Context: an optimization exercise on an open-source flow, tuned for small area and a short achievable clock period. The choices shown serve that exercise and are no tape-out recipe.
At most, simulation tests tie the RTL to the original design; equivalence was not proved.
No functional check of the RTL was part of runs 1 to 3 and 5.
No activity file was given, so power comes from the tool's default toggle rates.

==> flow/config.mk <==
export PLATFORM = sky130hd
export DESIGN_NAME = region
export DESIGN_NICKNAME = region
export VERILOG_FILES = /design/flow/design.v
export SDC_FILE = /design/flow/constraint.sdc
export NUM_CORES = 4
export LEC_CHECK = 0
export CAP_MARGIN = 20
export CORE_MARGIN = 2
export CORE_UTILIZATION = 50
export CTS_CLUSTER_DIAMETER = 80
export CTS_CLUSTER_SIZE = 25
export SETUP_SLACK_MARGIN = 1.8
export SLEW_MARGIN = 20
export SYNTH_HIERARCHICAL = 1
==> flow/constraint.sdc <==
create_clock -name core_clock -period 4.0 [get_ports {clk}]
set_input_delay 0.8000 -clock core_clock [delete_from_list [all_inputs] [get_ports {clk}]]
set_output_delay 0.8000 -clock core_clock [all_outputs]
set_load 0.01 [all_outputs]
==> flow/design.v <==
`timescale 1ns/1ns
module region_ram (
    input  logic                               clk,
    input  logic [(1<<5)-1:0]     rrow,
    output logic [16-1:0]          rword,
    input  logic [(1<<(5-2))-1:0] whi,
    input  logic [3:0]                         wlo,
    input  logic [16-1:0]          wdata
);
    localparam int unsigned DEPTH = 1 << 5;
    logic [DEPTH-1:0][16-1:0] mem;
    logic [DEPTH-1:0]                     wrow;
    always_comb begin
        for (int i = 0; i < DEPTH; i++) begin
            wrow[i] = whi[i/4] && wlo[i%4];
        end
    end
    always_ff @(posedge clk) begin
        for (int i = 0; i < DEPTH; i++) begin
            if (wrow[i]) begin
                mem[i] <= wdata;
            end
        end
    end
    row_mux i_row_mux (
        .row  (rrow),
        .mem  (mem),
        .word (rword)
    );
endmodule
module row_mux (
    input  logic [(1<<5)-1:0]                     row,
    input  logic [(1<<5)-1:0][16-1:0] mem,
    output logic [16-1:0]                          word
);
    logic [3:0][16-1:0] grp;
    logic [1:0][16-1:0] half_n;
    for (genvar g = 0; g < 4; g++) begin : g_grp
        row_or8 i_or8 (
            .row  (row[8*g +: 8]),
            .mem  (mem[8*g +: 8]),
            .word (grp[g])
        );
    end
    for (genvar h = 0; h < 2; h++) begin : g_half
        word_nor2 i_nor2 (
            .a (grp[2*h]),
            .b (grp[2*h+1]),
            .y (half_n[h])
        );
    end
    word_nand2 i_nand2 (
        .a (half_n[0]),
        .b (half_n[1]),
        .y (word)
    );
endmodule
module row_or8 (
    input  logic [7:0]                     row,
    input  logic [7:0][16-1:0] mem,
    output logic [16-1:0]      word
);
    always_comb begin
        word = '0;
        for (int i = 0; i < 8; i++) begin
            word |= {16{row[i]}} & mem[i];
        end
    end
endmodule
module word_nor2 #(
    parameter int unsigned W = 16
) (
    input  logic [W-1:0] a,
    input  logic [W-1:0] b,
    output logic [W-1:0] y
);
    assign y = ~(a | b);
endmodule
module word_nand2 #(
    parameter int unsigned W = 16
) (
    input  logic [W-1:0] a,
    input  logic [W-1:0] b,
    output logic [W-1:0] y
);
    assign y = ~(a & b);
endmodule
`timescale 1ns/1ns
module region_fifo (
    input  logic                      clk,
    input  logic                      rst_n,
    input  logic                      re,
    output logic [16-1:0] head,
    input  logic                      we,
    input  logic [16-1:0] wdata,
    output logic                      empty,
    output logic                      almostfull
);
    localparam int unsigned DEPTH = 1 << 5;
    localparam logic [5:0] AFULL_LEVEL = (5+1)'(DEPTH - 4);
    logic [DEPTH-1:0][16-1:0] mem;
    logic [5:0]   count;
    logic [3:0]                head_lo, head_lo_nxt;
    logic [DEPTH/4-1:0]        head_hi, head_hi_nxt;
    logic                      do_wr;
    logic [DEPTH-1:0]          hrow;
    logic [5:0]   count_up, count_dn, count_nxt;
    assign do_wr = we && !count[5];
    localparam int unsigned SW = (5 + 1) + 4 + DEPTH/4 + 2;
    logic [5:0] count_nord, count_rd;
    logic [3:0]              head_lo_nord, head_lo_rd;
    logic [DEPTH/4-1:0]      head_hi_nord, head_hi_rd;
    logic                    empty_nord, empty_rd;
    logic                    afull_nord, afull_rd;
    logic [SW-1:0]           state_nxt;
    logic                    empty_nxt, afull_nxt;
    assign count_up = count + 1'b1;
    assign count_dn = count - 1'b1;
    always_comb begin
        if (do_wr) begin
            count_nord   = count_up;
            head_lo_nord = {head_lo[2:0], head_lo[3]};
            head_hi_nord = head_lo[3] ? {head_hi[DEPTH/4-2:0], head_hi[DEPTH/4-1]} : head_hi;
            empty_nord   = 1'b0;
            afull_nord   = (count_up >= AFULL_LEVEL);
            count_rd     = count;
            head_lo_rd   = head_lo;
            head_hi_rd   = head_hi;
            empty_rd     = 1'b0;
            afull_rd     = almostfull;
        end else begin
            count_nord   = count;
            head_lo_nord = head_lo;
            head_hi_nord = head_hi;
            empty_nord   = empty;
            afull_nord   = almostfull;
            count_rd     = count_dn;
            head_lo_rd   = {head_lo[0], head_lo[3:1]};
            head_hi_rd   = head_lo[0] ? {head_hi[0], head_hi[DEPTH/4-1:1]} : head_hi;
            empty_rd     = (count_dn == '0);
            afull_rd     = (count_dn >= AFULL_LEVEL);
        end
    end
    late_sel #(.W(SW)) i_late_sel (
        .s (re),
        .a ({count_rd,   head_lo_rd,   head_hi_rd,   empty_rd,   afull_rd}),
        .b ({count_nord, head_lo_nord, head_hi_nord, empty_nord, afull_nord}),
        .y (state_nxt)
    );
    assign {count_nxt, head_lo_nxt, head_hi_nxt, empty_nxt, afull_nxt} = state_nxt;
    always_ff @(posedge clk) begin
        if (!rst_n) begin
            count      <= '0;
            head_lo    <= 4'b1000;
            head_hi    <= {1'b1, {(DEPTH/4-1){1'b0}}};
            empty      <= 1'b1;
            almostfull <= 1'b0;
        end else begin
            count      <= count_nxt;
            head_lo    <= head_lo_nxt;
            head_hi    <= head_hi_nxt;
            empty      <= empty_nxt;
            almostfull <= afull_nxt;
        end
    end
    always_ff @(posedge clk) begin
        if (do_wr) begin
            mem <= {mem[DEPTH-2:0], wdata};
        end
    end
    always_comb begin
        for (int i = 0; i < DEPTH; i++) begin
            hrow[i] = head_lo[i%4] && head_hi[i/4];
        end
    end
    row_mux i_row_mux (
        .row  (hrow),
        .mem  (mem),
        .word (head)
    );
endmodule
module late_sel #(
    parameter int unsigned W = 1
) (
    input  logic         s,
    input  logic [W-1:0] a,
    input  logic [W-1:0] b,
    output logic [W-1:0] y
);
    assign y = s ? a : b;
endmodule
`timescale 1ns/1ns
module read_arbiter (
    input  logic                                     clk,
    input  logic                                     rst_n,
    input  logic [4-1:0]                re,
    input  logic [2*4-1:0]              rsel,
    input  logic [5*4-1:0] raddr,
    output logic [4-1:0]                rvalid,
    output logic [16*4-1:0] rdata,
    output logic [(1<<5)-1:0]           ram_rrow,
    input  logic [16-1:0]                ram_rdata,
    output logic                                     fifo_re,
    input  logic [16-1:0]                fifo_rdata,
    input  logic                                     fifo_empty
);
    logic [4-1:0] ram_req;
    logic [4-1:0] fifo_req;
    logic [4-1:0] rvalid_q;
    logic [16-1:0] ram_word_q;
    logic [16-1:0] fifo_word_q;
    always_comb begin
        for (int c = 0; c < 4; c++) begin
            ram_req[c]  = re[c] && (rsel[2*c +: 2] == 2'd1);
            fifo_req[c] = re[c] && (rsel[2*c +: 2] == 2'd2);
        end
    end
    logic [4-1:0][(1<<5)-1:0] chan_row_n;
    for (genvar c = 0; c < 4; c++) begin : g_dec
        chan_row_dec i_chan_row_dec (
            .re    (re[c]),
            .rsel  (rsel[2*c +: 2]),
            .raddr (raddr[c*5 +: 5]),
            .row_n (chan_row_n[c])
        );
    end
    row_merge i_row_merge (
        .row_n (chan_row_n),
        .row   (ram_rrow)
    );
    assign fifo_re = |fifo_req && !fifo_empty;
    always_ff @(posedge clk) begin
        if (!rst_n) begin
            rvalid_q <= '0;
        end else begin
            for (int c = 0; c < 4; c++) begin
                rvalid_q[c] <= ram_req[c] || (fifo_req[c] && !fifo_empty);
            end
        end
    end
    always_ff @(posedge clk) begin
        ram_word_q  <= ram_rdata;
        fifo_word_q <= fifo_rdata;
    end
    assign rvalid = rvalid_q;
    for (genvar c = 0; c < 4; c++) begin : g_chan
        for (genvar b = 0; b < 16; b += 4) begin : g_slice
            rdata_slice i_slice (
                .clk       (clk),
                .from_ram  (ram_req[c]),
                .from_fifo (rsel[2*c + 1]),
                .ram_word  (ram_word_q[b +: 4]),
                .fifo_word (fifo_word_q[b +: 4]),
                .rdata     (rdata[c*16 + b +: 4])
            );
        end
    end
endmodule
module chan_row_dec (
    input  logic                           re,
    input  logic [1:0]                     rsel,
    input  logic [5-1:0]      raddr,
    output logic [(1<<5)-1:0] row_n
);
    always_comb begin
        for (int i = 0; i < (1 << 5); i++) begin
            row_n[i] = !(re && rsel == 2'd1 && raddr == 5'(i));
        end
    end
endmodule
module row_merge (
    input  logic [4-1:0][(1<<5)-1:0] row_n,
    output logic [(1<<5)-1:0]                     row
);
    always_comb begin
        row = '0;
        for (int c = 0; c < 4; c++) begin
            row |= ~row_n[c];
        end
    end
endmodule
module rdata_slice (
    input  logic       clk,
    input  logic       from_ram,
    input  logic       from_fifo,
    input  logic [3:0] ram_word,
    input  logic [3:0] fifo_word,
    output logic [3:0] rdata
);
    logic from_ram_q;
    logic from_fifo_q;
    always_ff @(posedge clk) begin
        from_ram_q  <= from_ram;
        from_fifo_q <= from_fifo && !from_ram;
    end
    logic [3:0] ram_n;
    logic [3:0] fifo_n;
    word_and_n #(.W(4)) i_ram_gate (
        .en  (from_ram_q),
        .a   (ram_word),
        .y_n (ram_n)
    );
    word_and_n #(.W(4)) i_fifo_gate (
        .en  (from_fifo_q),
        .a   (fifo_word),
        .y_n (fifo_n)
    );
    word_nand2 #(.W(4)) i_nand2 (
        .a (ram_n),
        .b (fifo_n),
        .y (rdata)
    );
endmodule
module word_and_n #(
    parameter int unsigned W = 16
) (
    input  logic         en,
    input  logic [W-1:0] a,
    output logic [W-1:0] y_n
);
    assign y_n = ~({W{en}} & a);
endmodule
`timescale 1ns/1ns
module write_arbiter (
    input  logic                                     clk,
    input  logic                                     rst_n,
    input  logic [4-1:0]                we,
    input  logic [2*4-1:0]              wsel,
    input  logic [5*4-1:0] waddr,
    input  logic [16*4-1:0] wdata,
    output logic [(1<<(5-2))-1:0]       ram_whi,
    output logic [3:0]                               ram_wlo,
    output logic [16-1:0]                ram_wdata,
    output logic                                     fifo_we,
    output logic [16-1:0]                fifo_wdata
);
    logic [4-1:0] ram_req;
    logic [4-1:0] fifo_req;
    logic [5-1:0] ram_waddr_d;
    logic [16-1:0] ram_wdata_d;
    logic [16-1:0] fifo_wdata_d;
    always_comb begin
        ram_waddr_d  = '0;
        ram_wdata_d  = '0;
        fifo_wdata_d = '0;
        for (int c = 0; c < 4; c++) begin
            ram_req[c]  = we[c] && wsel[2*c + 0];
            fifo_req[c] = we[c] && wsel[2*c + 1];
            ram_waddr_d  |= {5{ram_req[c]}}  & waddr[c*5 +: 5];
            ram_wdata_d  |= {16{ram_req[c]}}  & wdata[c*16 +: 16];
            fifo_wdata_d |= {16{fifo_req[c]}} & wdata[c*16 +: 16];
        end
    end
    always_ff @(posedge clk) begin
        if (!rst_n) begin
            ram_whi <= '0;
            fifo_we <= 1'b0;
        end else begin
            for (int j = 0; j < (1 << (5-2)); j++) begin
                ram_whi[j] <= |ram_req && ram_waddr_d[5-1:2] == (5-2)'(j);
            end
            fifo_we <= |fifo_req;
        end
    end
    always_ff @(posedge clk) begin
        for (int k = 0; k < 4; k++) begin
            ram_wlo[k] <= ram_waddr_d[1:0] == 2'(k);
        end
        ram_wdata  <= ram_wdata_d;
        fifo_wdata <= fifo_wdata_d;
    end
endmodule
`timescale 1ns/1ns
module region (
    input  logic                                     clk,
    input  logic                                     rst_n,
    input  logic [4-1:0]                re,
    input  logic [2*4-1:0]              rsel,
    input  logic [5*4-1:0] raddr,
    input  logic [4-1:0]                we,
    input  logic [2*4-1:0]              wsel,
    input  logic [5*4-1:0] waddr,
    input  logic [16*4-1:0] wdata,
    output logic [4-1:0]                rvalid,
    output logic [16*4-1:0] rdata,
    output logic                                     empty,
    output logic                                     almostfull
);
    logic [(1<<5)-1:0] ram_rrow;
    logic [16-1:0] ram_rdata;
    logic [(1<<(5-2))-1:0] ram_whi;
    logic [3:0]                ram_wlo;
    logic [16-1:0] ram_wdata;
    logic                      fifo_re;
    logic [16-1:0] fifo_rdata;
    logic                      fifo_we;
    logic [16-1:0] fifo_wdata;
    read_arbiter i_read_arbiter (
        .clk        (clk),
        .rst_n      (rst_n),
        .re         (re),
        .rsel       (rsel),
        .raddr      (raddr),
        .rvalid     (rvalid),
        .rdata      (rdata),
        .ram_rrow   (ram_rrow),
        .ram_rdata  (ram_rdata),
        .fifo_re    (fifo_re),
        .fifo_rdata (fifo_rdata),
        .fifo_empty (empty)
    );
    write_arbiter i_write_arbiter (
        .clk        (clk),
        .rst_n      (rst_n),
        .we         (we),
        .wsel       (wsel),
        .waddr      (waddr),
        .wdata      (wdata),
        .ram_whi    (ram_whi),
        .ram_wlo    (ram_wlo),
        .ram_wdata  (ram_wdata),
        .fifo_we    (fifo_we),
        .fifo_wdata (fifo_wdata)
    );
    region_ram i_region_ram (
        .clk    (clk),
        .rrow   (ram_rrow),
        .rword  (ram_rdata),
        .whi    (ram_whi),
        .wlo    (ram_wlo),
        .wdata  (ram_wdata)
    );
    region_fifo i_region_fifo (
        .clk        (clk),
        .rst_n      (rst_n),
        .re         (fifo_re),
        .head       (fifo_rdata),
        .we         (fifo_we),
        .wdata      (fifo_wdata),
        .empty      (empty),
        .almostfull (almostfull)
    );
endmodule
==> flow/flow/run.sh <==
#!/bin/bash
# Layout flow: the standard ORFS flow (standard.sh), unchanged synthesis,
# with plain buffers on the ports instead of the delay cells buffer_ports
# picks by default, and a clock tree without dummy loads. Each step's output
# goes to a log of its own here.
set -euo pipefail
export BUFFER_PORTS_ARGS="-buffer_cell sky130_fd_sc_hd__buf_2"
export CTS_ARGS="-sink_clustering_enable -repair_clock_nets -sink_clustering_size 25 -sink_clustering_max_diameter 80 -dont_use_dummy_load"
bash standard.sh synth > synth.log 2>&1
bash standard.sh floorplan > floorplan.log 2>&1
bash standard.sh place > place.log 2>&1
bash standard.sh cts > cts.log 2>&1
bash standard.sh route > route.log 2>&1
bash standard.sh finish > finish.log 2>&1
==> flow/standard.sh <==
#!/bin/bash
# synth_recipe.tcl (not shown) runs the flow's synth.tcl, then flattens the netlist and writes it again
# the make line also repeats each setting of config.mk as NAME=value (left out here)
make -C /OpenROAD-flow-scripts/flow DESIGN_CONFIG=/design/flow/config.mk WORK_HOME=/design/flow/orfs CLKGATE_MAP_FILE= SYNTH_SCRIPT=/design/flow/synth_recipe.tcl "${@:-finish}"
==> results of run 1 <==
==> per-module statistics from Yosys, one instance, submodules excluded, excerpt <==
module	area [sq um]	flops+latches	times used	cells
rdata_slice	53.8	2	16	3
read_arbiter	885	36	1	65
region_fifo	17000	532	1	679
region_ram	15600	512	1	544
row_merge	200	0	1	32
row_or8	779	0	8	96
word_nand2	60.1	0	2	16
word_nor2	60.1	0	4	16
write_arbiter	1920	45	1	207
==> cell usage after synthesis, drive strengths merged (3+ instances only) <==
master / instances
and4: 7
clkbuf: 3
and4bb: 20
nor2: 76
and2: 92
inv: 8
nand4: 176
nand2b: 8
o21ai: 6
nor4b: 8
or3b: 4
edfxtp: 1024
dfxtp: 133
nand3b: 4
a21oi: 5
xnor2: 8
nand3: 29
ha: 3
a22oi: 576
nor2b: 18
nand2: 394
nor4: 14
mux2: 36
and4b: 20
nor3: 6
buf: 175
==> timing repair <==
item	CTS	global route
pin swaps	26	17
endpoints found under the setup margin	88	89
setup buffers	4	5
resized for setup	94	80
cloned	1	0
==> registers in the layout, summed over array words and instances (netlist names) <==
name,flops
i_region_fifo.head_lo,4
i_read_arbiter.rvalid_q,4
i_write_arbiter.ram_whi,8
i_region_fifo.empty,1
i_region_fifo.count,6
i_write_arbiter.ram_wdata,16
i_read_arbiter.g_chan.g_slice.i_slice.from_ram_q,16
i_region_fifo.mem,512
i_region_fifo.almostfull,1
i_write_arbiter.ram_wlo,4
i_region_ram.mem,512
i_read_arbiter.fifo_word_q,16
i_read_arbiter.g_chan.g_slice.i_slice.from_fifo_q,16
i_read_arbiter.ram_word_q,16
i_region_fifo.head_hi,8
i_write_arbiter.fifo_wdata,16
i_write_arbiter.fifo_we,1
==> cell type report <==
type / instances / area (sq um) / share of cell area [%]
sequential: 1157 / 33500 / 69.2
multi-input combinational: 1522 / 10400 / 21.5
timing repair buffer: 256 / 1550 / 3.19
tap: 1176 / 1470 / 3.04
clock buffer: 55 / 1380 / 2.84
inverter: 8 / 56.3 / 0.116
antenna: 13 / 32.5 / 0.0671
timing repair inverter: 1 / 16.3 / 0.0336
==> power groups by stage <==
stage / logic (mW) / registers (mW) / clock network (mW)
2_1_floorplan: 1.01 / 14.6 / 0
3_3_place_gp: 1.53 / 15.0 / 0
3_5_place_dp: 1.56 / 15.0 / 0
4_1_cts: 1.61 / 14.8 / 6.08
5_1_grt: 1.76 / 14.9 / 6.48
6_report: 1.63 / 14.8 / 5.94
==> critical path: stages (launching register included) <==
cell     delay (ns)
dfxtp_4        0.47
nand2_2        0.09
nand2_2        0.09
buf_6          0.11
==> cell families after synthesis <==
| family | count (synthesis) |
|---|---|
| mux | 38 |
| fa+ha+maj | 3 |
| flops | 1157 |
| compound gates | 594 |
| buf+inv | 186 |
| xor+xnor | 9 |
| simple gates | 878 |
==> per-stage QoR <==
step | total power [mW] | instance area [sq um] | instances
2_1_floorplan | 15.6 | 45500 | 2865
3_3_place_gp | 16.5 | 46500 | 4110
3_5_place_dp | 16.6 | 46500 | 4110
4_1_cts | 22.4 | 48100 | 4170
5_1_grt | 23.1 | 48400 | 4180
6_report | 22.3 | 48400 | 4188
==> worst paths after layout <==
| check | from | end | slack (ns) |
|---|---|---|---|
| setup / recovery | i_read_arbiter.ram_word_q[10]$_DFF_P_ | rdata[26] | 1.76 |
| hold / removal | wdata[50] | i_write_arbiter.fifo_wdata[2]$_DFF_P_ | 0.38 |
| setup reg to reg | i_region_fifo.head_lo[3]$_SDFF_PN1_ | i_read_arbiter.fifo_word_q[5]$_DFF_P_ | 1.91 |
| hold reg to reg | i_write_arbiter.fifo_wdata[13]$_DFF_P_ | i_region_fifo.mem[13]$_DFFE_PP_ | 0.38 |
==> per-layer routing <==
| metal | GRT usage [%] | part of all wire (%) | routed length [um] |
|---|---|---|---|
| met4 | 8.80 | 3.7 | 4420 |
| met3 | 4.60 | 7.5 | 9030 |
| met2 | 42.4 | 49 | 59100 |
| met5 | 0 | 0.14 | 166 |
| met1 | 32.9 | 39 | 47200 |
==> flow_metrics.tcl, run 1 <==
set metrics [dict create \
    run_status "finished clean" \
    synth_edf_count 1024 \
    drt_wl_total_um 120000 \
    fmax_mhz 446 \
    finalHoldViolCount 0 \
    root_buffer "clkbuf_16" \
    slew_viol_final 0 \
    placementRows 110 \
    ys_seq_elements 1157 \
    postSynthAreaPerCell_sq_um 15.9 \
    cp_data_arrival_time_ns 1.44 \
    die_w_um 306 \
    drv_cap 0 \
    numCtsBuffers 55 \
    utilization_pct 53.8 \
    critical_path_class "reg -> out" \
    clk-insertion-delay-late_ns 0.65 \
    critPathMaxFanout 4 \
    power.density_nw_per_um2 461 \
    viasPerCell 6.28 \
    finalCriticalPeriod_ns 2.24 \
    finalWeightedCongestion 0.937 \
    fin_hold_ws_ns 0.379 \
    fill_cells 7179 \
    pwr-share-seq_pct 66.1 \
    antenna_left 0 \
    synth_top_cell_by_area "edfxtp_1" \
    ys_top_cells_by_area "edfxtp_1 (68%), a22oi_1 (9.1%), dfxtp_1 (5.9%), buf_6 (3.4%), nand2_1 (3.2%)" \
    layout_common_cells "edfxtp_1 (1,024), a22oi_1 (551), nand2_1 (342)" \
    dieArea_sq_um 93300 \
    worst_setup_path_end_kind "output port" \
    clkPwrFrac_pct 26.6 \
    syn_nets 2998 \
    p_switching_mw 5.25 \
    first_global_vias 25900 \
    core_sq_um 90000 \
    drtPass1Iterations 6 \
    worst_slack_ns 1.76 \
    synth-async-reset-ratio_pct 0 \
    antenna_found_initial 27 \
    synth_simple_gate_area_share_pct 10.7 \
    synth-adder-area-share_pct 0.0826 \
    layout_commonest_cell "edfxtp_1" \
    synth_area_sq_um 45500 \
    synthMuxAreaShare_pct 1.23 \
    holdPathStages 3 \
    grt_use_total_pct 25.2 \
    hold_class "in -> reg" \
    clock_sinks 1157 \
    route.detailed.drc 0 \
    grt_max_degree 148 \
    clk_pin_slew_ns 0.10 \
    drt-wirelength-per-cell_um 28.6 \
    overflow 0 \
    synth_top_family_by_area "simple AND/OR/NAND/NOR gates" \
    ys_types 55 \
    synth_top_area_share_pct 67.6 \
    switching_share_pct 23.5 \
    nets 3134 \
    ios 200 \
    portBuffers 199 \
    p_int_mw 17.1 \
    start_util_pct 50.5 \
    area_growth_pct 6.57 \
    grt_first_pass_wirelength_um 173000 \
    ys_warn_count 14 \
    synthXorXnorAreaFrac_pct 0.239 \
    setup_viol 0 \
    worst_pin_slew_ns 1.16 \
    drive_gt1_share_pct 19.5 \
    synth_top_flop_cell "edfxtp_1" \
    drt_iter0_drc 3146 \
    ctsHtreeMaxLevel 2 \
    vias 26300 \
    leakagePower_nw 15.9 \
    pre_cts_ws_ns 0.799 \
    p_comb_share_pct 7.3 \
    slew_headroom_pct 22.5 \
    yosysSeqAreaShare_pct 73.5 \
    hold_buffers 0 \
    post-route-period-util_pct 56.0 \
    hpwl_um 78300 \
    setup_tns_ns 0 \
    critPathRequiredTime_ns 3.20 \
    synth_compound_area_share_pct 10.1 \
    peakVddDrop_mv 0.384 \
    rsz0062_at_grt "yes" \
    clock_path_buffers 3 \
    r2r_cells 5 \
    startpoint_type "register" \
    cts_tree "yes" \
    skew_ns 0.0419 \
    fp.dieH_um 306 \
    syn-instance-count 2865 \
]
==> run 2: changes to the inputs <==
--- a/flow/config.mk
+++ b/flow/config.mk
@@ -10,6 +10,6 @@
 export CORE_UTILIZATION = 50
 export CTS_CLUSTER_DIAMETER = 80
 export CTS_CLUSTER_SIZE = 25
-export SETUP_SLACK_MARGIN = 1.8
+export SETUP_SLACK_MARGIN = 1.9
 export SLEW_MARGIN = 20
 export SYNTH_HIERARCHICAL = 1
==> flow_metrics.tcl, run 2 <==
set metrics [dict create \
    finalHoldViolCount 0 \
    layout_common_cells "edfxtp_1 (1,024), a22oi_1 (508), nand2_1 (287)" \
    ys_seq_elements 1157 \
    peakVddDrop_mv 0.337 \
    synth_top_flop_cell "edfxtp_1" \
    synth_top_area_share_pct 67.6 \
    clock_path_buffers 3 \
    hpwl_um 77900 \
    worst_setup_path_end_kind "output port" \
    die_w_um 306 \
    drt_wl_total_um 118000 \
    viasPerCell 6.24 \
    grt_use_total_pct 24.8 \
    overflow 0 \
    antenna_found_initial 22 \
    cp_data_arrival_time_ns 1.42 \
    power.density_nw_per_um2 457 \
    slew_headroom_pct 26.5 \
    drtPass1Iterations 5 \
    total_power_mw 22.4 \
    run_status "finished clean" \
    rsz0062_at_grt "yes" \
    post-route-period-util_pct 55.5 \
    drv_cap 0 \
    nets 3128 \
    critPathMaxFanout 4 \
    crit_path_start "i_read_arbiter.ram_word_q[14]$_DFF_P_" \
    reg2reg_from "i_region_fifo.head_lo[0]$_SDFF_PN0_" \
    clk_pin_slew_ns 0.09 \
    hold_class "in -> reg" \
    synth-async-reset-ratio_pct 0 \
    portBuffers 199 \
    setup_viol 0 \
    start_util_pct 50.5 \
    fin_area_sq_um 49000 \
    drt_iter0_drc 2906 \
    synth_area_sq_um 45500 \
    min_from "wdata[3]" \
    area_growth_pct 7.83 \
    finalWeightedCongestion 0.924 \
    vias 26100 \
    grt_first_pass_wirelength_um 172000 \
    fp.dieH_um 306 \
    ys_top_cells_by_area "edfxtp_1 (68%), a22oi_1 (9.1%), dfxtp_1 (5.9%), buf_6 (3.4%), nand2_1 (3.2%)" \
    worst_pin_slew_ns 1.10 \
    skew_ns 0.0423 \
    synth_edf_count 1024 \
    dieArea_sq_um 93300 \
    fill_cells 7258 \
    cts_tree "yes" \
    clk-insertion-delay-late_ns 0.68 \
    ctsHtreeMaxLevel 2 \
    placementRows 110 \
    core_sq_um 90000 \
    fmax_mhz 451 \
    postSynthAreaPerCell_sq_um 15.9 \
    slew_viol_final 0 \
    yosysSeqAreaShare_pct 73.5 \
    synth.most_common_cell "edfxtp_1" \
    finalCriticalPeriod_ns 2.22 \
    first_global_vias 26000 \
    critical_path_class "reg -> out" \
    syn_nets 2998 \
    setup_tns_ns 0 \
    ys_types 55 \
    drive_gt1_share_pct 23.6 \
    reg_top3 "i_region_fifo.mem: 512 flops, i_region_ram.mem: 512 flops" \
    antenna_left 0 \
    drt-wirelength-per-cell_um 28.3 \
    startpoint_type "register" \
    grt_max_degree 145 \
    route.detailed.drc 0 \
    ys_warn_count 14 \
    place_area_sq_um 46700 \
    root_buffer "clkbuf_16" \
    hold_buffers 0 \
    synth_top_cell_by_area "edfxtp_1" \
    syn-instance-count 2865 \
    clock_sinks 1157 \
    synth_common_cells "edfxtp_1 (1,024), a22oi_1 (552), nand2_1 (391)" \
    numCtsBuffers 54 \
    critPathRequiredTime_ns 3.20 \
    leakagePower_nw 16.0 \
    ios 200 \
    layout_commonest_cell "edfxtp_1" \
]
==> run 2: cell counts after synthesis <==
No cell type changed its count.
==> run 2: worst paths after layout <==
| check | end | slack, ns | cells after the start |
|---|---|---|---|
| max | rdata[30] | 1.78 | 3 |
| min | i_write_arbiter.fifo_wdata[3]$_DFF_P_ | 0.39 | 3 |
| max reg2reg | i_read_arbiter.fifo_word_q[6]$_DFF_P_ | 1.97 | 5 |
| min reg2reg | i_region_fifo.mem[8]$_DFFE_PP_ | 0.41 | 0 |
==> run 2: kinds of logic (layout without fill, tap and decap cells) <==
| logic type | after synthesis | in the layout | synth area share, % |
|---|---|---|---|
| mux | 38 | 38 | 1.23 |
| flops | 1157 | 1157 | 73.5 |
| fa+ha+maj | 3 | 3 | 0.0826 |
| buf+inv | 186 | 314 | 4.17 |
| compound gates | 594 | 594 | 10.1 |
| xor+xnor | 9 | 9 | 0.239 |
| simple gates | 878 | 878 | 10.7 |
| other cells | 0 | 8 | 0 |
==> run 2: final cells by class <==
cell class                      count  area (sq um)  share of cell area, %
Sequential cell                  1157         33600                   68.5
Tap cell                         1176          1470                   3.00
Antenna cell                        8          20.0                 0.0408
Inverter                            8          56.3                  0.115
Timing Repair Buffer              251          1710                   3.48
Clock buffer                       54          1350                   2.76
Multi-Input combinational cell   1522         10800                   22.1
Timing Repair inverter              1          16.3                 0.0332
==> run 2: layer usage <==
layer / share of wire [%] / vias to the layer above / track usage (%)
met5: 0.12 / - / 0
met4: 3.3 / 22 / 8.55
met3: 6.4 / 187 / 3.56
met2: 50 / 925 / 42.4
met1: 40 / 13400 / 32.7
li1: - / 11500 / -
==> run 2: metrics by stage <==
step	worst slack, ns	utilization (%)	hold slack (ns)	std cells
detailed placement	0.985	51.9	0.391	4107
global placement	0.987	51.9	0.393	4107
global route	1.75	54.4	0.383	4172
finish	1.78	54.5	0.386	4177
CTS	1.72	54.0	0.351	4164
floorplan	1.18	-	0.386	2865
==> run 2: modules after synthesis (local to each module, per instance), a selection <==
module	flip-flops and latches	times used
region_fifo	532	1
write_arbiter	45	1
chan_row_dec	0	4
row_merge	0	1
word_nor2	0	4
word_nand2	0	2
rdata_slice	2	16
==> run 2: critical path: stages (launching register included) <==
cell and delay, ns:
dfxtp_4 0.47, nand2_2 0.09, nand2_2 0.10, buf_6 0.10
==> run 2: repair_timing <==
item	4_1_cts	5_1_grt
gates cloned	1	1
setup endpoints to repair	254	85
endpoints found under the hold margin	0	0
gates resized for setup	191	123
pin swaps	112	35
setup buffers	2	4
==> run 2: where the power goes <==
part | internal, mW | switching (mW)
registers | 14.1 | 0.689
logic | 0.650 | 1.11
clock network | 2.41 | 3.47
==> run 3: changes to the inputs <==
--- a/flow/config.mk
+++ b/flow/config.mk
@@ -7,9 +7,9 @@
 export LEC_CHECK = 0
 export CAP_MARGIN = 20
 export CORE_MARGIN = 2
-export CORE_UTILIZATION = 50
+export CORE_UTILIZATION = 45
 export CTS_CLUSTER_DIAMETER = 80
 export CTS_CLUSTER_SIZE = 25
-export SETUP_SLACK_MARGIN = 1.9
+export SETUP_SLACK_MARGIN = 1.8
 export SLEW_MARGIN = 20
 export SYNTH_HIERARCHICAL = 1
==> flow_metrics.tcl, run 3 <==
set metrics [dict create \
    instances_no_fill 4316 \
    grt_max_degree 154 \
    ys_seq_elements 1157 \
    synth_top_flop_cell "edfxtp_1" \
    startpoint_type "register" \
    nets 3146 \
    synth_common_cells "edfxtp_1 (1,024), a22oi_1 (552), nand2_1 (391)" \
    synth_top_cell_by_area "edfxtp_1" \
    antenna_left 0 \
    fill_cells 8402 \
    root_buffer "clkbuf_16" \
    leakagePower_nw 16.1 \
    ctsHtreeMaxLevel 2 \
    setup_tns_ns 0 \
    placementRows 116 \
    skew_ns 0.0805 \
    peakVddDrop_mv 0.362 \
    portBuffers 199 \
    fmax_mhz 435 \
    multi_input_area_sq_um 10600 \
    power.density_nw_per_um2 461 \
    critPathMaxFanout 3 \
    critPathRequiredTime_ns 3.20 \
    drt-wirelength-per-cell_um 29.1 \
    drt_wl_total_um 126000 \
    drive_gt1_share_pct 21.0 \
    cp_cell_sequence "buf_12, nand2_4, nand2_2, buf_6" \
    rsz0062_at_grt "yes" \
    reg_top3 "i_region_fifo.mem: 512 flops, i_region_ram.mem: 512 flops" \
    ys_types 55 \
    synth_edf_count 1024 \
    clk-insertion-delay-late_ns 0.70 \
    dp_cells 4242 \
    worst_setup_path_end_kind "output port" \
    core_sq_um 100000 \
    cts_tree "yes" \
    ys_top_cells_by_area "edfxtp_1 (68%), a22oi_1 (9.1%), dfxtp_1 (5.9%), buf_6 (3.4%), nand2_1 (3.2%)" \
    synth-async-reset-ratio_pct 0 \
    hold_class "in -> reg" \
    slew_viol_final 0 \
    max_stage_delay_ns 0.43 \
    postSynthAreaPerCell_sq_um 15.9 \
    syn_nets 2998 \
    ys_warn_count 14 \
    die_w_um 322 \
    vias 26700 \
    dieArea_sq_um 104000 \
    slowest_stage "dfxtp_4" \
    first_global_vias 26200 \
    post-route-period-util_pct 57.5 \
    yosysSeqAreaShare_pct 73.5 \
    run_status "finished clean" \
    overflow 0 \
    hpwl_um 81700 \
    syn-instance-count 2865 \
    slew_headroom_pct 23.4 \
    critical_path_class "reg -> out" \
    clock_path_buffers 3 \
    clk_pin_slew_ns 0.10 \
    finalWeightedCongestion 0.897 \
    drt_iter0_drc 3415 \
    antenna_found_initial 13 \
    fp.dieH_um 322 \
    grt_use_total_pct 23.8 \
    grt_first_pass_wirelength_um 180000 \
    layout_commonest_cell "edfxtp_1" \
    ios 200 \
    drtPass1Iterations 6 \
    start_util_pct 45.4 \
    final-seq-area_sq_um 33500 \
    synth.most_common_cell "edfxtp_1" \
    worst_pin_slew_ns 1.15 \
    synth_top_area_share_pct 67.6 \
    area_growth_pct 7.94 \
    cp_data_arrival_time_ns 1.50 \
    route.detailed.drc 0 \
    synth_area_sq_um 45500 \
    clock_sinks 1157 \
    finalCriticalPeriod_ns 2.30 \
    setup_viol 0 \
    drv_cap 0 \
    numCtsBuffers 56 \
    finalHoldViolCount 0 \
    layout_common_cells "edfxtp_1 (1,024), a22oi_1 (551), nand2_1 (295)" \
    viasPerCell 6.18 \
]
run 3: cell counts after synthesis:
Identical to the previous run, type by type.
run 3: where the power goes:
part           switching [mW]  total [mW]  internal [mW]
sequential              0.645        14.7           14.1
combinational            1.23        1.89          0.658
clock                    3.55        6.04           2.49
total                    5.43        22.6           17.2
run 3: modules after synthesis (local to each module, per instance), excerpt:
module | flops+latches | cells inside
word_nand2 | 0 | 16
rdata_slice | 2 | 3
write_arbiter | 45 | 207
row_or8 | 0 | 96
region_fifo | 532 | 679
region_ram | 512 | 544
word_nor2 | 0 | 16
chan_row_dec | 0 | 53
read_arbiter | 36 | 65
row_merge | 0 | 32
run 3: layout make-up:
class,count,share of cell area [%]
repair buffers,266,3.71
repair inverters,2,0.0663
multi-input cells,1522,21.6
diodes,7,0.0357
well taps,1298,3.31
flip-flops and latches,1157,68.3
inverters,8,0.115
clock buffers,56,2.86
run 3: stage by stage:
| step | hold slack (ns) | power, mW | setup slack, ns | instance area [sq um] | util, % |
|---|---|---|---|---|---|
| global placement | 0.391 | 16.6 | 0.887 | 46700 | 46.6 |
| CTS | 0.323 | 22.7 | 1.66 | 48600 | 48.6 |
| detailed placement | 0.390 | 16.6 | 0.872 | 46700 | 46.7 |
| global route | 0.348 | 23.4 | 1.67 | 49100 | 49.0 |
| finish | 0.359 | 22.6 | 1.70 | 49100 | 49.0 |
| floorplan | 0.386 | 15.6 | 1.18 | 45500 | - |
run 3: repair_timing:
| item | CTS | global route |
|---|---|---|
| endpoints found under the hold margin | 0 | 0 |
| hold buffers | 0 | 0 |
| gates resized for setup | 148 | 115 |
| pin swaps | 103 | 21 |
| gates cloned | 2 | 0 |
| setup endpoints to repair | 395 | 129 |
| buffers inserted | 4 | 5 |
run 3: worst max-delay path, delay by kind of cell, from the launching register on:
kind	cells	cell delay, ns
buffers and inverters	2	0.26
flip-flops	1	0.43
AND/OR/NAND/NOR	2	0.13
run 3: routing by layer:
metal	global-route usage (%)	part of all wire (%)	routed length [um]	up-vias
met5	0	0.042	53	-
met4	8.09	3.4	4320	8
met3	4.72	7.4	9330	217
met2	39.5	49	61600	1120
met1	31.3	40	50400	13800
li1	-	-	-	11600
run 3: cell families after synthesis:
kind of cell / share of synthesized area [%]
flip-flops: 73.5
XOR/XNOR: 0.239
AO/OA/AOI/OAI: 10.1
AND/OR/NAND/NOR: 10.7
buffers and inverters: 4.17
adder cells (fa/ha/maj): 0.0826
multiplexers: 1.23
run 3: final timing paths:
path                                               from                                    end  slack (ns)  cells past startpoint
hold / removal                                wdata[14]  i_write_arbiter.ram_wdata[14]$_DFF_P_        0.36                      3
setup reg to reg    i_region_fifo.head_lo[1]$_SDFF_PN0_  i_read_arbiter.fifo_word_q[6]$_DFF_P_        1.87                      5
hold reg to reg   i_write_arbiter.fifo_wdata[4]$_DFF_P_         i_region_fifo.mem[4]$_DFFE_PP_        0.38                      0
setup / recovery   i_read_arbiter.ram_word_q[1]$_DFF_P_                               rdata[1]        1.70                      4
==> run 4: changes to the inputs <==
--- a/flow/design.v
+++ b/flow/design.v
@@ -207,8 +207,8 @@
     logic [4-1:0] ram_req;
     logic [4-1:0] fifo_req;
     logic [4-1:0] rvalid_q;
-    logic [16-1:0] ram_word_q;
-    logic [16-1:0] fifo_word_q;
+    logic [1:0][16-1:0] ram_word_q;
+    logic [1:0][16-1:0] fifo_word_q;
     always_comb begin
         for (int c = 0; c < 4; c++) begin
             ram_req[c]  = re[c] && (rsel[2*c +: 2] == 2'd1);
@@ -238,9 +238,17 @@
             end
         end
     end
-    always_ff @(posedge clk) begin
-        ram_word_q  <= ram_rdata;
-        fifo_word_q <= fifo_rdata;
+    for (genvar p = 0; p < 2; p++) begin : g_pair
+        word_reg i_ram_word (
+            .clk (clk),
+            .d   (ram_rdata),
+            .q   (ram_word_q[p])
+        );
+        word_reg i_fifo_word (
+            .clk (clk),
+            .d   (fifo_rdata),
+            .q   (fifo_word_q[p])
+        );
     end
     assign rvalid = rvalid_q;
     for (genvar c = 0; c < 4; c++) begin : g_chan
@@ -249,8 +257,8 @@
                 .clk       (clk),
                 .from_ram  (ram_req[c]),
                 .from_fifo (rsel[2*c + 1]),
-                .ram_word  (ram_word_q[b +: 4]),
-                .fifo_word (fifo_word_q[b +: 4]),
+                .ram_word  (ram_word_q[c/2][b +: 4]),
+                .fifo_word (fifo_word_q[c/2][b +: 4]),
                 .rdata     (rdata[c*16 + b +: 4])
             );
         end
@@ -320,6 +328,15 @@
 );
     assign y_n = ~({W{en}} & a);
 endmodule
+module word_reg (
+    input  logic                      clk,
+    input  logic [16-1:0] d,
+    output logic [16-1:0] q
+);
+    always_ff @(posedge clk) begin
+        q <= d;
+    end
+endmodule
 `timescale 1ns/1ns
 module write_arbiter (
     input  logic                                     clk,
==> flow/flow/run.sh (replaced) <==
#!/bin/bash
# Layout flow: the standard ORFS flow (standard.sh), unchanged synthesis,
# with plain buffers on the ports instead of the delay cells buffer_ports
# picks by default. Each step's output goes to a log of its own here.
set -euo pipefail
export BUFFER_PORTS_ARGS="-buffer_cell sky130_fd_sc_hd__buf_2"
bash standard.sh synth > synth.log 2>&1
bash standard.sh floorplan > floorplan.log 2>&1
bash standard.sh place > place.log 2>&1
bash standard.sh cts > cts.log 2>&1
bash standard.sh route > route.log 2>&1
bash standard.sh finish > finish.log 2>&1
--- a/flow/config.mk
+++ b/flow/config.mk
@@ -7,9 +7,9 @@
 export LEC_CHECK = 0
 export CAP_MARGIN = 20
 export CORE_MARGIN = 2
-export CORE_UTILIZATION = 45
+export CORE_UTILIZATION = 50
 export CTS_CLUSTER_DIAMETER = 80
 export CTS_CLUSTER_SIZE = 25
-export SETUP_SLACK_MARGIN = 1.8
+export SETUP_SLACK_MARGIN = 2.0
 export SLEW_MARGIN = 20
 export SYNTH_HIERARCHICAL = 1
==> flow_metrics.tcl, run 4 <==
set metrics [dict create \
    setup_tns_ns 0 \
    fill_cells 7135 \
    route.detailed.drc 0 \
    r2r_cells 5 \
    layout_common_cells "edfxtp_1 (1,024), a22oi_1 (474), nand2_1 (273)" \
    critical_path_class "reg -> out" \
    synth-async-reset-ratio_pct 0 \
    n_antenna_cell 0 \
    worst_slack_ns 1.82 \
    grt_first_pass_wirelength_um 183000 \
    overflow 0 \
    clock_sinks 1189 \
    vias 26800 \
    skew_ns 0.0389 \
    worst_setup_path_end_kind "output port" \
    dieArea_sq_um 94700 \
    run_status "finished clean" \
    worst_pin_slew_ns 1.06 \
    holdPathStages 3 \
    startpoint_type "register" \
    drt_iter0_drc 2916 \
    fin_hold_ws_ns 0.384 \
    layout_commonest_cell "edfxtp_1" \
    total_power_mw 23.8 \
    ios 200 \
    grt_max_degree 165 \
    core_sq_um 91500 \
    cp_data_arrival_time_ns 1.38 \
    numCtsBuffers 55 \
    fmax_mhz 459 \
    antenna_left 0 \
    cts_tree "yes" \
    pre_cts_ws_ns 0.696 \
    synth_top_flop_cell "edfxtp_1" \
    syn-instance-count 2897 \
    first_global_vias 26500 \
    syn_nets 3030 \
    power.density_nw_per_um2 464 \
    post-route-period-util_pct 54.5 \
    drtPass1Iterations 8 \
    max_stage_delay_ns 0.41 \
    worst-path-buf-inv 1 \
    utilization_pct 56.1 \
    drt-wirelength-per-cell_um 29.6 \
    ctsHtreeMaxLevel 2 \
    fp.dieH_um 308 \
    synth_edf_count 1024 \
    crit_cells 3 \
    cp_common_cell "nand2_2" \
    slew_viol_final 0 \
    critPathMaxFanout 4 \
    ys_warn_count 15 \
    rsz0062_at_grt "yes" \
    drv_cap 0 \
    leakagePower_nw 17.0 \
    peakVddDrop_mv 0.395 \
    synth_top_area_share_pct 66.7 \
    hold_buffers 0 \
    die_w_um 308 \
    yosysSeqAreaShare_pct 73.9 \
    synth_top_cell_by_area "edfxtp_1" \
    grt_use_total_pct 26.4 \
    clk_pin_slew_ns 0.09 \
    ys_seq_elements 1189 \
    placementRows 111 \
    slew_headroom_pct 29.5 \
    cp_cell_sequence "nand2_2, nand2_2, buf_6" \
    area_growth_pct 11.3 \
    setup_viol 0 \
    hpwl_um 82800 \
    finalCriticalPeriod_ns 2.18 \
    ys_top_cells_by_area "edfxtp_1 (67%), a22oi_1 (9.0%), dfxtp_1 (7.2%), buf_6 (3.3%), nand2_1 (3.2%)" \
    crit_family "flip-flops" \
    postSynthAreaPerCell_sq_um 15.9 \
    hold_class "in -> reg" \
    ys_types 56 \
    reg_top3 "i_region_fifo.mem: 512 flops, i_region_ram.mem: 512 flops" \
    synth_common_cells "edfxtp_1 (1,024), a22oi_1 (552), nand2_1 (391)" \
    drive_gt1_share_pct 27.5 \
    slowest_stage "dfxtp_4" \
    drt_wl_total_um 127000 \
    synth_area_sq_um 46100 \
    finalHoldViolCount 0 \
    viasPerCell 6.23 \
    critPathRequiredTime_ns 3.20 \
    start_util_pct 50.4 \
    portBuffers 199 \
    clock_path_buffers 3 \
    synth.most_common_cell "edfxtp_1" \
    clk-insertion-delay-late_ns 0.68 \
    nets 3205 \
    root_buffer "clkbuf_16" \
    antenna_found_initial 3 \
    finalWeightedCongestion 0.929 \
]
-- run 4: per-layer routing --
metal,vias up,track usage (%),wire length (um)
met5,-,0,34
met4,4,8.38,4470
met3,195,4.43,8450
met2,1027,45.5,64400
met1,13800,34.2,50000
li1,11700,-,-
-- run 4: area by class of cell --
cell class / count / area, sq um / share of cell area [%]
clock inverters: 11 / 111 / 0.217
repair buffers: 294 / 2600 / 5.06
multi-input cells: 1522 / 11200 / 21.7
inverters: 8 / 56.3 / 0.110
well taps: 1186 / 1480 / 2.89
flip-flops and latches: 1189 / 34300 / 66.8
repair inverters: 2 / 32.5 / 0.0634
clock buffers: 92 / 1600 / 3.12
-- run 4: final timing paths --
| check | start | endpoint | slack, ns |
|---|---|---|---|
| worst min-delay path | wdata[56] | i_write_arbiter.fifo_wdata[8]$_DFF_P_ | 0.38 |
| worst min register to register | i_write_arbiter.fifo_wdata[3]$_DFF_P_ | i_region_fifo.mem[3]$_DFFE_PP_ | 0.41 |
| worst max-delay path | register | rdata[12] | 1.82 |
| worst max register to register | i_region_fifo.head_lo[2]$_SDFF_PN0_ | i_read_arbiter.g_pair[0].i_fifo_word.q[10]$_DFF_P_ | 2.02 |
-- run 4: where the power goes --
part / switching [mW] / internal, mW
Clock: 3.79 / 2.88
Sequential: 0.728 / 14.5
Combinational: 1.23 / 0.733
Total: 5.74 / 18.1
-- run 4: logic make-up after synthesis --
group                      synth area share (%)
DFF                                        73.9
and+or+nand+nor                            10.6
AOI/OAI and AO/OA                          9.93
buffers and inverters                      4.11
muxes                                      1.22
xor gates and xnor gates                  0.236
adders and majority gates                0.0814
-- run 4: metrics by stage --
stage | std cells | cell area [sq um]
floorplan | 2897 | 46500
global placement | 4147 | 47400
detailed placement | 4147 | 47400
CTS | 4287 | 50400
global route | 4304 | 51300
finish | 4304 | 51300
-- run 4: modules after synthesis (local to each module, per instance), a selection --
module / flops+latches / cells / cell area (sq um)
row_merge: 0 / 32 / 200
word_nor2: 0 / 16 / 60.1
region_fifo: 532 / 679 / 17000
region_ram: 512 / 544 / 15600
read_arbiter: 4 / 33 / 254
row_or8: 0 / 96 / 779
word_reg: 16 / 16 / 320
rdata_slice: 2 / 3 / 53.8
word_nand2: 0 / 16 / 60.1
chan_row_dec: 0 / 53 / 347
write_arbiter: 45 / 207 / 1920
-- run 4: timing repair --
item | 4_1_cts | 5_1_grt
gates resized for setup | 326 | 248
endpoints found under the setup margin | 502 | 102
buffers inserted | 29 | 13
pin swaps | 127 | 111
cloned | 8 | 4
-- run 4: tightest hold or removal path, delay by kind of cell --
| kind | cells | cell delay (ns) |
|---|---|---|
| AO/OA/AOI/OAI | 1 | 0.06 |
| buffers and inverters | 1 | 0.09 |
| AND/OR/NAND/NOR | 1 | 0.07 |
==> run 5: changes to the inputs <==
--- a/flow/design.v
+++ b/flow/design.v
@@ -1,7 +1,8 @@
 `timescale 1ns/1ns
 module region_ram (
     input  logic                               clk,
-    input  logic [(1<<5)-1:0]     rrow,
+    input  logic [(1<<5)-1:0]     rrow_lo,
+    input  logic [(1<<5)-1:0]     rrow_hi,
     output logic [16-1:0]          rword,
     input  logic [(1<<(5-2))-1:0] whi,
     input  logic [3:0]                         wlo,
@@ -22,48 +23,66 @@
             end
         end
     end
-    row_mux i_row_mux (
-        .row  (rrow),
-        .mem  (mem),
-        .word (rword)
+    localparam int unsigned HW = 16 / 2;
+    logic [DEPTH-1:0][HW-1:0]                mem_lo;
+    logic [DEPTH-1:0][16-HW-1:0] mem_hi;
+    always_comb begin
+        for (int i = 0; i < DEPTH; i++) begin
+            mem_lo[i] = mem[i][HW-1:0];
+            mem_hi[i] = mem[i][16-1:HW];
+        end
+    end
+    row_mux #(.W(HW)) i_row_mux_lo (
+        .row  (rrow_lo),
+        .mem  (mem_lo),
+        .word (rword[HW-1:0])
+    );
+    row_mux #(.W(16-HW)) i_row_mux_hi (
+        .row  (rrow_hi),
+        .mem  (mem_hi),
+        .word (rword[16-1:HW])
     );
 endmodule
-module row_mux (
+module row_mux #(
+    parameter int unsigned W = 16
+) (
     input  logic [(1<<5)-1:0]                     row,
-    input  logic [(1<<5)-1:0][16-1:0] mem,
-    output logic [16-1:0]                          word
+    input  logic [(1<<5)-1:0][W-1:0] mem,
+    output logic [W-1:0]                          word
 );
-    logic [3:0][16-1:0] grp;
-    logic [1:0][16-1:0] half_n;
+    logic [3:0][W-1:0] grp;
+    logic [1:0][W-1:0] half_n;
     for (genvar g = 0; g < 4; g++) begin : g_grp
-        row_or8 i_or8 (
+        row_or8 #(.W(W)) i_or8 (
             .row  (row[8*g +: 8]),
             .mem  (mem[8*g +: 8]),
             .word (grp[g])
         );
     end
     for (genvar h = 0; h < 2; h++) begin : g_half
-        word_nor2 i_nor2 (
+        word_nor2 #(.W(W)) i_nor2 (
             .a (grp[2*h]),
             .b (grp[2*h+1]),
             .y (half_n[h])
         );
     end
-    word_nand2 i_nand2 (
+    word_nand2 #(.W(W)) i_nand2 (
         .a (half_n[0]),
         .b (half_n[1]),
         .y (word)
     );
 endmodule
-module row_or8 (
+module row_or8 #(
+    parameter int unsigned W = 16
+) (
     input  logic [7:0]                     row,
-    input  logic [7:0][16-1:0] mem,
-    output logic [16-1:0]      word
+    input  logic [7:0][W-1:0] mem,
+    output logic [W-1:0]      word
 );
     always_comb begin
         word = '0;
         for (int i = 0; i < 8; i++) begin
-            word |= {16{row[i]}} & mem[i];
+            word |= {W{row[i]}} & mem[i];
         end
     end
 endmodule
@@ -198,7 +217,8 @@
     input  logic [5*4-1:0] raddr,
     output logic [4-1:0]                rvalid,
     output logic [16*4-1:0] rdata,
-    output logic [(1<<5)-1:0]           ram_rrow,
+    output logic [(1<<5)-1:0]           ram_rrow_lo,
+    output logic [(1<<5)-1:0]           ram_rrow_hi,
     input  logic [16-1:0]                ram_rdata,
     output logic                                     fifo_re,
     input  logic [16-1:0]                fifo_rdata,
@@ -224,9 +244,13 @@
             .row_n (chan_row_n[c])
         );
     end
-    row_merge i_row_merge (
+    row_merge i_row_merge_lo (
+        .row_n (chan_row_n),
+        .row   (ram_rrow_lo)
+    );
+    row_merge i_row_merge_hi (
         .row_n (chan_row_n),
-        .row   (ram_rrow)
+        .row   (ram_rrow_hi)
     );
     assign fifo_re = |fifo_req && !fifo_empty;
     always_ff @(posedge clk) begin
@@ -403,7 +427,8 @@
     output logic                                     empty,
     output logic                                     almostfull
 );
-    logic [(1<<5)-1:0] ram_rrow;
+    logic [(1<<5)-1:0] ram_rrow_lo;
+    logic [(1<<5)-1:0] ram_rrow_hi;
     logic [16-1:0] ram_rdata;
     logic [(1<<(5-2))-1:0] ram_whi;
     logic [3:0]                ram_wlo;
@@ -420,7 +445,8 @@
         .raddr      (raddr),
         .rvalid     (rvalid),
         .rdata      (rdata),
-        .ram_rrow   (ram_rrow),
+        .ram_rrow_lo (ram_rrow_lo),
+        .ram_rrow_hi (ram_rrow_hi),
         .ram_rdata  (ram_rdata),
         .fifo_re    (fifo_re),
         .fifo_rdata (fifo_rdata),
@@ -441,7 +467,8 @@
     );
     region_ram i_region_ram (
         .clk    (clk),
-        .rrow   (ram_rrow),
+        .rrow_lo (ram_rrow_lo),
+        .rrow_hi (ram_rrow_hi),
         .rword  (ram_rdata),
         .whi    (ram_whi),
         .wlo    (ram_wlo),
==> flow_metrics.tcl, run 5 <==
set metrics [dict create \
    grt_use_total_pct 26.7 \
    cp_cell_sequence "nand2_2, nand2_2, buf_6" \
    syn-instance-count 2929 \
    cp_common_cell "nand2_2" \
    syn_nets 3062 \
    ios 200 \
    power.density_nw_per_um2 455 \
    n_antenna_cell 0 \
    viasPerCell 6.30 \
    ys_top_cells_by_area "edfxtp_1 (67%), a22oi_1 (8.8%), dfxtp_1 (7.1%), nand2_1 (3.2%), buf_6 (2.9%)" \
    startpoint_type "register" \
    clock_path_buffers 3 \
    reg_top3 "i_region_fifo.mem: 512 flops, i_region_ram.mem: 512 flops" \
    fill_cells 7190 \
    synth_top_flop_cell "edfxtp_1" \
    postSynthAreaPerCell_sq_um 15.8 \
    critical_path_class "reg -> out" \
    critPathRequiredTime_ns 3.20 \
    finalHoldViolCount 0 \
    rsz0062_at_grt "yes" \
    max_stage_delay_ns 0.41 \
    drive_gt1_share_pct 31.3 \
    leakagePower_nw 17.6 \
    fp.dieH_um 308 \
    grt_first_pass_wirelength_um 185000 \
    ys_warn_count 16 \
    synth_top_area_share_pct 66.5 \
    worst_slack_ns 1.83 \
    ys_seq_elements 1189 \
    worst_pin_slew_ns 0.975 \
    worst-path-buf-inv 1 \
    layout_common_cells "edfxtp_1 (1,024), a22oi_1 (450), nand2_1 (227)" \
    yosysSeqAreaShare_pct 73.7 \
    cts_tree "yes" \
    core_sq_um 91700 \
    overflow 0 \
    synth_top_cell_by_area "edfxtp_1" \
    placementRows 111 \
    synth_edf_count 1024 \
    critPathMaxFanout 4 \
    worst_setup_path_end_kind "output port" \
    vias 27800 \
    skew_ns 0.0360 \
    finalWeightedCongestion 0.926 \
    hold_class "in -> reg" \
    synth_area_sq_um 46200 \
    nets 3303 \
    crit_family "flip-flops" \
    min_from "wdata[6]" \
    synth-async-reset-ratio_pct 0 \
    portBuffers 199 \
    synth.most_common_cell "edfxtp_1" \
    drv_cap 0 \
    cp_data_arrival_time_ns 1.37 \
    ys_types 56 \
    drt-wirelength-per-cell_um 29.3 \
    hpwl_um 86200 \
    clk-insertion-delay-late_ns 0.68 \
    reg2reg_from "i_write_arbiter.ram_wlo[0]$_DFF_P_" \
    pre_cts_ws_ns 0.176 \
    synth_common_cells "edfxtp_1 (1,024), a22oi_1 (540), nand2_1 (391)" \
    post-route-period-util_pct 54.1 \
    dieArea_sq_um 94900 \
    grt_max_degree 147 \
    die_w_um 308 \
    antenna_found_initial 7 \
    fmax_mhz 462 \
    layout_commonest_cell "edfxtp_1" \
    run_status "finished clean" \
    drtPass1Iterations 7 \
    first_global_vias 27100 \
    drt_iter0_drc 3461 \
    root_buffer "clkbuf_16" \
    slew_viol_final 0 \
    clock_sinks 1189 \
    peakVddDrop_mv 0.328 \
    antenna_left 0 \
    drt_wl_total_um 129000 \
    finalCriticalPeriod_ns 2.17 \
    numCtsBuffers 56 \
    setup_viol 0 \
    area_growth_pct 13.4 \
    slowest_stage "dfxtp_4" \
    ctsHtreeMaxLevel 2 \
    start_util_pct 50.4 \
    slew_headroom_pct 35.0 \
    setup_tns_ns 0 \
    clk_pin_slew_ns 0.10 \
    route.detailed.drc 0 \
]
run 5: changes by cell type after synthesis, sizes merged:
cell and change:
nand4 +32
run 5: final cells by class:
type	count	area (sq um)	area share, %
clock buffer	92	1560	2.97
timing repair inverter	2	32.5	0.0620
sequential	1189	34300	65.4
timing repair buffer	359	3170	6.04
inverter	8	56.3	0.107
multi-input combinational	1554	11700	22.4
tap	1186	1480	2.83
clock inverter	14	128	0.243
run 5: cell families (layout without fill, tap and decap cells):
group	count (synthesis)	after routing	share of synthesized area, %
DFF	1189	1189	73.7
and+or+nand+nor	910	910	11.0
AOI/OAI and AO/OA	594	594	10.0
buffers and inverters	186	475	3.78
muxes	38	38	1.21
xor gates and xnor gates	9	9	0.235
adders and majority gates	3	3	0.0812
run 5: final timing paths:
path | end | slack, ns | cells after the start
setup / recovery | rdata[1] | 1.83 | 3
hold / removal | i_write_arbiter.ram_wdata[6]$_DFF_P_ | 0.38 | 3
setup reg to reg | i_region_ram.mem[12]$_DFFE_PP_ | 2.02 | 1
hold reg to reg | i_region_fifo.mem[8]$_DFFE_PP_ | 0.39 | 0
run 5: routing by layer:
layer,up-vias,wire [um],track usage (%)
li1,12000,-,-
met1,14400,52700,36.5
met2,1104,64400,44.8
met3,191,7700,3.25
met4,4,4290,8.16
met5,-,23,0
run 5: timing repair:
| item | in CTS | in global routing |
|---|---|---|
| gates resized for setup | 454 | 209 |
| buffers inserted | 100 | 30 |
| endpoints found under the setup margin | 520 | 244 |
| hold buffers | 0 | 0 |
| pin swaps | 191 | 140 |
| cloned | 4 | 3 |
run 5: per-module statistics from Yosys, one instance, submodules excluded, excerpt:
module,flops+latches,area [sq um],cells inside
region_fifo,532,17000,679
region_ram,512,15600,544
write_arbiter,45,1920,207
chan_row_dec,0,347,53
word_reg,16,320,16
read_arbiter,4,254,33
row_merge,0,200,32
rdata_slice,2,53.8,3
run 5: stage by stage:
| step | power [mW] | utilization (%) | hold slack, ns | cell area (sq um) | instances |
|---|---|---|---|---|---|
| 2_1_floorplan | 16.1 | - | 0.386 | 46600 | 2929 |
| 3_3_place_gp | 17.0 | 51.9 | 0.391 | 47600 | 4161 |
| 3_5_place_dp | 17.1 | 51.9 | 0.393 | 47600 | 4161 |
| 4_1_cts | 23.9 | 56.1 | 0.347 | 51400 | 4371 |
| 5_1_grt | 24.6 | 57.2 | 0.361 | 52400 | 4404 |
| 6_report | 23.9 | 57.2 | 0.377 | 52400 | 4404 |
run 5: power breakdown:
part | total [mW] | leakage [nW] | internal [mW] | switching (mW)
Sequential | 15.2 | 10.7 | 14.5 | 0.708
Clock | 6.59 | 0.807 | 2.75 | 3.84
Combinational | 2.11 | 6.15 | 0.801 | 1.31
Total | 23.9 | 17.6 | 18.0 | 5.86

## port drivers added, routing unchanged
How much do the figures lean on ideal ports? The routed layouts below were timed once more, with nothing changed but the port constraints. Step 1 assumes that a clkbuf_16 drives the clock port and a buf_2 every other input. Step 2 times the ports against the registers' clock, not the clock port: input delays grow and output delays shrink by t, the midpoint of the rising clock arrivals with the driver on. a / b / c = ideal / step 1 / step 2; a / b = the first two.
| run | shift t [ns] | setup WS [ns] | worst register clock-pin slew, ns |
|---|---|---|---|
| run 1 | 0.709 | 1.759 / 1.689 / 1.064 | 0.10 / 0.10 |
| run 2 | 0.720 | 1.781 / 1.715 / 1.077 | 0.10 / 0.10 |
| run 3 | 0.732 | 1.702 / 1.630 / 0.992 | 0.10 / 0.10 |
| run 4 | 0.730 | 1.820 / 1.747 / 1.188 | 0.10 / 0.10 |
| run 5 | 0.730 | 1.835 / 1.762 / 1.032 | 0.10 / 0.10 |
After both steps every run listed still meets setup and hold. The setup slack of run 5, which loses most, moves by -0.073 ns with the drivers and by -0.803 ns with both steps.
